What follows belongs to an exercise in optimizing a design on an open flow for small area, a short achievable clock period and few clock cycles per item; a production flow would make more cautious choices. In this exercise RTL edits were held to simulation tests only and were not proved equivalent to the original. Power is estimated from default activity; no workload was simulated.

<file path="design/flow/config.mk">
export PLATFORM = sky130hd
export DESIGN_NAME = unordered_handle_set
export DESIGN_NICKNAME = unordered_handle_set
export VERILOG_FILES = /design/flow/design.v
export SDC_FILE = /design/flow/constraint.sdc
export NUM_CORES = 4
export LEC_CHECK = 0
export CAP_MARGIN = 30
export CORE_MARGIN = 2
export CORE_UTILIZATION = 40
export SETUP_SLACK_MARGIN = 2.5
export SLEW_MARGIN = 30
</file>
<file path="design/flow/constraint.sdc">
create_clock -name core_clock -period 6.0 [get_ports {clk}]
set_input_delay 1.2000 -clock core_clock [delete_from_list [all_inputs] [get_ports {clk}]]
set_output_delay 1.2000 -clock core_clock [all_outputs]
set_load 0.01 [all_outputs]
</file>
<file path="design/flow/design.v">
package ush_pkg;
  localparam int CAPACITY  = 16;
  localparam int IDX_W     = $clog2(CAPACITY);
  localparam int CNT_W     = $clog2(CAPACITY + 1);
  localparam int HANDLE_W  = 32;
  localparam int REQ_W     = 3;
  localparam int EIDX_W    = 4;
  localparam int KIND_W    = 2;
  localparam logic [REQ_W-1:0] REQ_APPEND   = 3'd0;
  localparam logic [REQ_W-1:0] REQ_DELETE   = 3'd1;
  localparam logic [REQ_W-1:0] REQ_REMOVE   = 3'd2;
  localparam logic [REQ_W-1:0] REQ_CONTAINS = 3'd3;
  localparam logic [REQ_W-1:0] REQ_TAKE     = 3'd4;
  localparam logic [REQ_W-1:0] REQ_CLEAR    = 3'd5;
  localparam logic [KIND_W-1:0] EV_NONE   = 2'd0;
  localparam logic [KIND_W-1:0] EV_INSERT = 2'd1;
  localparam logic [KIND_W-1:0] EV_REMOVE = 2'd2;
endpackage
module unordered_handle_set (
  input  logic                         clk,
  input  logic                         rst,
  input  logic                         req_valid,
  output logic                         req_ready,
  input  logic [ush_pkg::REQ_W-1:0]    req_type,
  input  logic [ush_pkg::HANDLE_W-1:0] req_item_value,
  input  logic [ush_pkg::EIDX_W-1:0]   req_entry_index,
  output logic                         res_valid,
  input  logic                         res_ready,
  output logic                         res_status,
  output logic                         res_found,
  output logic [ush_pkg::HANDLE_W-1:0] res_item_out,
  output logic [ush_pkg::KIND_W-1:0]   res_event_kind,
  output logic [ush_pkg::EIDX_W-1:0]   res_event_index,
  output logic                         res_last_of_run
);
  localparam int N  = ush_pkg::CAPACITY;
  localparam int IW = ush_pkg::IDX_W;
  localparam int CW = ush_pkg::CNT_W;
  localparam int HW = ush_pkg::HANDLE_W;
  localparam int KW = ush_pkg::KIND_W;
  logic [HW-1:0] e [N];
  logic [CW-1:0] cnt;
  logic [N:0]    cnt_oh;     
  logic [N-1:0]  vmask;      
  logic [IW-1:0] rmod [1:N];  
  logic [IW-1:0] tq;         
  logic [N-1:0]  tq_oh;      
  logic          b_valid;
  logic          b_app, b_del, b_rem, b_con, b_take, b_clr;
  logic [HW-1:0] b_val;
  logic [IW-1:0] b_idx;
  logic [N-1:0]  b_idx_oh;
  logic [N-1:0]  b_pm;
  logic          o_valid, o_status, o_found, o_last;
  logic [HW-1:0] o_item;
  logic [KW-1:0] o_kind;
  logic [IW-1:0] o_idx;
  logic [N-1:0]  pmatch;    
  logic [N-1:0]  pfirst;    
  logic          found;
  logic [IW-1:0] pfirst_idx;
  always_comb begin
    pmatch = b_pm & vmask;
    found  = |pmatch;
    for (int j = 0; j < N; j++) begin
      pfirst[j] = pmatch[j];
      for (int k = 0; k < j; k++) if (pmatch[k]) pfirst[j] = 1'b0;
    end
    pfirst_idx = '0;
    for (int j = 0; j < N; j++) if (pfirst[j]) pfirst_idx = pfirst_idx | IW'(j);
  end
  logic [4*N-1:0] rnext;
  always_comb begin
    case (tq)
      4'd0: rnext = 64'h1111111111111110;
      4'd1: rnext = 64'h2222222222222200;
      4'd2: rnext = 64'h3333333333333010;
      4'd3: rnext = 64'h4444444444440100;
      4'd4: rnext = 64'h5555555555501210;
      4'd5: rnext = 64'h6666666666012000;
      4'd6: rnext = 64'h7777777770123110;
      4'd7: rnext = 64'h8888888801230200;
      4'd8: rnext = 64'h9999999012341010;
      4'd9: rnext = 64'haaaaaa0123402100;
      4'd10: rnext = 64'hbbbbb01234513210;
      4'd11: rnext = 64'hcccc012345020000;
      4'd12: rnext = 64'hddd0123456131110;
      4'd13: rnext = 64'hee01234560242200;
      4'd14: rnext = 64'hf012345671303010;
      4'd15: rnext = 64'h0123456702410100;
      default: rnext = '0;
    endcase
  end
  logic          not_empty, not_full;
  logic          app_ok, del_ok, rem_ok, take_ok, clr_beat, clr_more;
  logic          rd_ok;           
  logic          rm;              
  logic [IW-1:0] rd_pos;          
  logic [N-1:0]  rd_any;          
  logic [N-1:0]  rd_oh;           
  logic          item_ok;
  logic [N-1:0]  sel;             
  logic [N-1:0]  app_at;          
  logic [HW-1:0] rd_item, e_last, wdata;
  always_comb begin
    not_empty = !cnt_oh[0];
    not_full  = !cnt_oh[N];
    app_ok   = b_app && not_full;
    del_ok   = b_del && |(b_idx_oh & vmask);
    take_ok  = b_take && not_empty;
    clr_beat = b_clr && not_empty;
    clr_more = b_clr && vmask[1];
    rd_ok    = del_ok || take_ok || clr_beat;
    rem_ok   = b_rem && found;
    rm       = rd_ok || rem_ok;
    rd_pos   = b_del ? b_idx : (b_take ? tq : '0);
    rd_any   = b_del ? b_idx_oh : (b_take ? tq_oh : N'(b_clr));
    rd_oh    = rd_ok ? rd_any : '0;
    item_ok  = app_ok || rem_ok || rd_ok;
    sel    = rd_oh | (b_rem ? pfirst : '0);
    app_at = b_app ? cnt_oh[N-1:0] : '0;
    rd_item = '0;
    e_last  = '0;
    for (int j = 0; j < N; j++) begin
      if (rd_any[j]) rd_item = rd_item | e[j];
      if (cnt_oh[j + 1]) e_last = e_last | e[j];
    end
    wdata = b_app ? b_val : e_last;
  end
  logic [N-1:0] a_match;
  logic         a_eq_w;
  always_comb begin
    a_eq_w = (req_item_value == wdata);
    for (int j = 0; j < N; j++) a_match[j] = (e[j] == req_item_value);
  end
  logic fire, o_free, inc, dec, take;
  logic [IW-1:0] tq_n;
  logic [N-1:0]  take_oh;
  logic          tq_step, tq_zero;
  logic [IW-1:0] tq_up, tq_dn;
  assign o_free    = !o_valid || res_ready;
  assign fire      = b_valid && o_free;
  assign take      = !b_valid || (o_free && !clr_more);
  assign req_ready = take;
  assign inc       = fire && app_ok;
  assign dec       = fire && rm;
  always_comb begin
    tq_step = |(tq_oh[N-3:0] & vmask[N-1:2]);
    tq_zero = |(tq_oh[N-3:0] & cnt_oh[N:2]) || cnt_oh[2];
    tq_up = '0;
    tq_dn = '0;
    for (int k = 0; k < N; k++) if (cnt_oh[k]) tq_up = tq_up | rmod[k + 1];
    for (int k = 2; k <= N; k++) if (cnt_oh[k]) tq_dn = tq_dn | rmod[k - 1];
    tq_n    = tq;
    if (fire) begin
      if (take_ok) tq_n = tq_step ? tq + 1'b1 : (tq_zero ? '0 : IW'(1));
      else if (b_clr) tq_n = '0;
      else if (app_ok) tq_n = tq_up;
      else if (rm) tq_n = tq_dn;
    end
  end
  always_ff @(posedge clk) begin
    if (rst) begin
      b_valid <= 1'b0;
      o_valid <= 1'b0;
      cnt     <= '0;
      cnt_oh  <= (N+1)'(1);
      vmask   <= '0;
      for (int n = 1; n <= N; n++) rmod[n] <= '0;
      tq      <= '0;
      tq_oh   <= N'(1);
    end else begin
      if (take) b_valid <= req_valid;
      if (o_free) o_valid <= fire;
      if (inc) begin
        cnt    <= cnt + 1'b1;
        cnt_oh <= {cnt_oh[N-1:0], 1'b0};
      end else if (dec) begin
        cnt    <= cnt - 1'b1;
        cnt_oh <= {1'b0, cnt_oh[N:1]};
      end
      vmask   <= inc ? {vmask[N-2:0], 1'b1} : (dec ? {1'b0, vmask[N-1:1]} : vmask);
      tq      <= tq_n;
      tq_oh   <= N'(1) << tq_n;
      if (fire && take_ok) begin
        for (int n = 1; n <= N; n++) rmod[n] <= rnext[4*(n-1) +: 4];
      end else if (fire && b_clr) begin
        for (int n = 1; n <= N; n++) rmod[n] <= '0;
      end
    end
  end
  for (genvar j = 0; j < N; j++) begin : g_e
    always_ff @(posedge clk) begin
      if (fire && (app_at[j] || sel[j])) e[j] <= wdata;
    end
  end
  always_ff @(posedge clk) begin
    if (take) begin
      b_app    <= (req_type == ush_pkg::REQ_APPEND);
      b_del    <= (req_type == ush_pkg::REQ_DELETE);
      b_rem    <= (req_type == ush_pkg::REQ_REMOVE);
      b_con    <= (req_type == ush_pkg::REQ_CONTAINS);
      b_take   <= (req_type == ush_pkg::REQ_TAKE);
      b_clr    <= (req_type == ush_pkg::REQ_CLEAR);
      b_val    <= req_item_value;
      b_idx    <= req_entry_index;
      b_idx_oh <= N'(1) << req_entry_index;
      for (int j = 0; j < N; j++)
        b_pm[j] <= (fire && (sel[j] || app_at[j])) ? a_eq_w : a_match[j];
    end
  end
  logic          x_status, x_found, x_last;
  logic [HW-1:0] x_item;
  logic [KW-1:0] x_kind;
  logic [IW-1:0] x_idx;
  always_comb begin
    x_status = !(app_ok || rm || b_con || b_clr);
    x_found  = b_con && found;
    x_item   = ((b_app || b_rem) ? b_val : rd_item) & {HW{item_ok}};
    x_kind   = app_ok ? ush_pkg::EV_INSERT : (rm ? ush_pkg::EV_REMOVE : ush_pkg::EV_NONE);
    x_idx    = app_ok ? cnt[IW-1:0] : (rd_ok ? rd_pos : (b_rem ? pfirst_idx : '0));
    x_last   = !clr_more;
  end
  always_ff @(posedge clk) begin
    if (fire) begin
      o_status <= x_status;
      o_found  <= x_found;
      o_item   <= x_item;
      o_kind   <= x_kind;
      o_idx    <= x_idx;
      o_last   <= x_last;
    end
  end
  assign res_valid       = o_valid;
  assign res_status      = o_status;
  assign res_found       = o_found;
  assign res_item_out    = o_item;
  assign res_event_kind  = o_kind;
  assign res_event_index = o_idx;
  assign res_last_of_run = o_last;
endmodule
</file>
<file path="design/flow/run.sh">
#!/bin/bash
# synth_recipe.tcl (not shown) runs the flow's synth.tcl, then flattens the netlist and writes it again
# the make line also repeats each setting of config.mk as NAME=value (left out here)
make -C /OpenROAD-flow-scripts/flow DESIGN_CONFIG=/design/flow/config.mk WORK_HOME=/design/flow/orfs CLKGATE_MAP_FILE= SYNTH_SCRIPT=/design/flow/synth_recipe.tcl finish
</file>
==> notes.md <==
-- sequential cells by signal, summed over array words and instances (netlist names), 16 cells and up --
register / flops
e: 512
o_item: 32
vmask: 16
b_pm: 16
b_val: 32
b_idx_oh: 16
rmod: 38
tq_oh: 16
rnext: 38
cnt_oh: 17
-- synth_stat cells (all sizes together), types with 31 or more instances --
master / count
o21ai: 39
a211oi: 34
nand4: 147
inv: 31
nand3: 42
edfxtp: 627
nor4: 109
a22o: 154
xnor2: 229
nand2: 159
a22oi: 242
nor2: 172
xor2: 321
dfxtp: 135
a21oi: 57
mux2i: 38
o22ai: 37
clkbuf: 204
buf: 54
a221oi: 158
a222oi: 45
-- power breakdown --
part           internal, W  switching (W)
combinational     0.000428        0.00110
clock              0.00311        0.00235
sequential         0.00595      0.0000967
total              0.00949        0.00354
-- repair_timing --
item                       CTS  global route
hold buffers                 0             0
pin swaps                   13            18
gates resized for setup     44            54
cloned                       2             0
setup endpoints to repair  520           228
buffers inserted            28            43
-- cell families (layout without fill, tap and decap cells) --
family,Yosys count,in the layout,synth area share (%)
XOR/XNOR,550,550,12.6
other,0,7,0
AO/OA/AOI/OAI,821,821,17.0
AND/OR/NAND/NOR,695,697,9.17
buffers and inverters,290,497,2.91
flip-flops,762,762,56.4
multiplexers,58,58,1.62
adder cells (fa/ha/maj),9,9,0.315
-- metrics by stage --
step,hold slack (ns),instance area [µm²],power [W]
2_1_floorplan,0.454,38300,0.00683
3_3_place_gp,0.458,41300,0.00755
3_5_place_dp,0.474,41300,0.00754
4_1_cts,0.465,44600,0.0129
5_1_grt,0.511,45200,0.0132
6_report,0.470,45200,0.0130
-- worst paths after layout --
| path | to | slack (ns) | depth (start not counted) |
|---|---|---|---|
| max | b_pm[0] | 2.34 | 6 |
| min | rmod[3][0] | 0.47 | 2 |
| max reg2reg | rnext[17] | 2.37 | 14 |
| min reg2reg | rmod[3][0] | 0.47 | 2 |
-- critical path, cell delays in order --
cell	delay, ns
clkdlybuf4s50_1	1.00
xor2_1	0.33
nor4_1	0.95
nand4_1	0.30
nor3_1	0.29
a31o_2	0.14
-- layout make-up --
type                    count  share of cell area [%]
clock inverters            46                    1.07
repair buffers            312                    6.20
flip-flops and latches    762                    47.7
well taps                1265                    3.50
multi-input cells        2135                    36.0
inverters                  32                   0.277
diodes                      7                  0.0388
clock buffers             107                    5.16
-- per-layer routing --
metal	wire length [µm]	vias to the layer above	GRT usage [%]	share of wire, %
met5	232	-	0	0.11
met4	14200	36	20.1	6.9
met3	32700	815	16.5	16
met2	80900	3304	55.8	39
met1	77700	16600	55.4	38
li1	-	12800	-	-
==> results.py <==
metrics = {
    "synth": {
        "synth_area_leader_cell": "edfxtp_1",
        "synthCells": 3185,
        "synth_ff_type": "edfxtp_1",
        "netlist.area_leader.share_pct": 49.3,
        "yosysWarnings": 3,
        "yosys_register_bits": 762,
        "synthTopCellsByArea": "edfxtp_1 49%, xor2_1 7.4%, dfxtp_1 7.1%, xnor2_1 5.3%, a22oi_1 4.8%",
        "synth_nets": 3237,
        "async_flop_share_pct": 0,
        "ys_seq_area_share_pct": 56.4,
        "syn_area_mm2": 0.0382,
        "synth_edf_count": 627,
        "ys_types": 74,
        "syn_avg_cell_area_um2": 12.0,
    },
    "global_routing": {
        "grt_max_degree": 80,
        "antenna_found_initial": 29,
        "grt_overflow": 0,
        "grt_first_pass_wirelength_um": 273000,
        "grt_pass1_vias": 30000,
        "grt_usage_pct": 40.7,
    },
    "routing": {
        "num_vias": 33600,
        "drt-initial-drc-count": 7098,
        "ant_nets": 0,
        "first_pass_iters": 14,
        "drc_errors": 0,
        "wl_per_cell_um": 44.1,
        "routed_wl_um": 206000,
        "viasPerCell": 7.19,
    },
    "placement": {
        "place_congestion": 1.21,
        "dp.cells": 4432,
        "hpwl_um": 143000,
        "dp_slack_ns": 1.45,
        "port_buffers": 85,
    },
    "sta": {
        "slew_viol_final": 0,
        "fin_setup_tns_ns": 0,
        "setup_viol": 0,
        "finalClockSkew_ns": 0.0495,
        "maxSlewHeadroom_pct": 23.8,
        "fin_crit_ns": 3.66,
        "fmax_mhz": 273,
        "post-route-period-util_pct": 61.0,
        "layout_setup_ws_ns": 2.34,
        "rsz0062_at_grt": "true",
        "worst_pin_slew_ns": 1.14,
        "finalHoldViolations": 0,
    },
    "worst_setup_path": {
        "startpoint_type": "primary input",
        "required_ns": 6.56,
        "r2r_start": "b_pm[0]",
        "cp_max_fo": 12,
        "worstSetupPathType": "primary input to flip-flop",
        "endpoint_kind": "flip-flop",
        "cp.arrival_ns": 4.23,
        "critPathLaunch": "req_item_value[10]",
    },
    "die": {
        "core_area_mm2": 0.0949,
        "ios": 86,
        "fp.dieArea_mm2": 0.0980,
        "die_height_um": 313,
        "row_count": 113,
        "die_x_um": 313,
        "initial_core_util_pct": 40.3,
    },
    "worst_hold_path": {
        "min-delay-start": "rnext[8]",
        "hp-class": "flip-flop to flip-flop",
    },
    "final_layout": {
        "final_common_cell": "edfxtp_1",
        "finalNetCount": 3380,
        "final_cell_mix": "627 x edfxtp_1, 320 x xor2_1, 241 x a22oi_1",
        "ff_latch_area_mm2": 0.0216,
        "multiInputGateArea_mm2": 0.0163,
        "post-route-util_pct": 47.6,
        "layoutNonFillerInstCount": 4666,
        "fillers": 8531,
        "area_growth_pct": 18.4,
        "post_route_cells_drive_above_1_share_pct": 15.3,
    },
    "clock_network": {
        "clock_latency_ns": 0.70,
        "numCtsBuffers": 85,
        "h-tree-depth": 3,
        "path_clk_slew_ns": 0.07,
        "clock-sinks": 762,
        "root_buffer": "clkbuf_16",
        "clockBufferDepth": 3,
        "cts_tree": "done",
    },
    "power_and_ir_drop": {
        "ir_drop_uv": 238,
        "power_density_mw_per_mm2": 288,
        "p_leak_nw": 15.2,
    },
    "job": {
        "maxCapViolCount": 0,
    },
    "run_status": {
        "status": "timing/DRC/antenna clean",
    },
}
Testbench counts, summed over its fixed seeds: cycles 3,410, requests 3,200.

==> separate check: timing with driven ports <==
Ports are ideal in the flow. The routed layout listed here was re-timed in OpenROAD.
Step 1, drivers: a clkbuf_16 drives clk and a buf_2 each remaining input, both assumed.
Step 2 adds t to the input delays and takes it off the output delays; t is the mean of the earliest and latest rising clock arrival at the registers after step 1. Input paths then give back, and output paths get back, about the clock's delay inside the block.
Slacks: no drivers / after step 1 / after step 2; pairs: no drivers / after step 1.
shift t [ns]: 0.741
slack for setup (ns): 2.337 / 2.372 / 1.634
worst setup path after step 2: input to register
worst register clock-pin slew, ns: 0.08 / 0.08
After both steps this run still meets setup and hold. For this run, drivers alone change the setup slack by +0.035 ns; drivers and shift together by -0.703 ns.
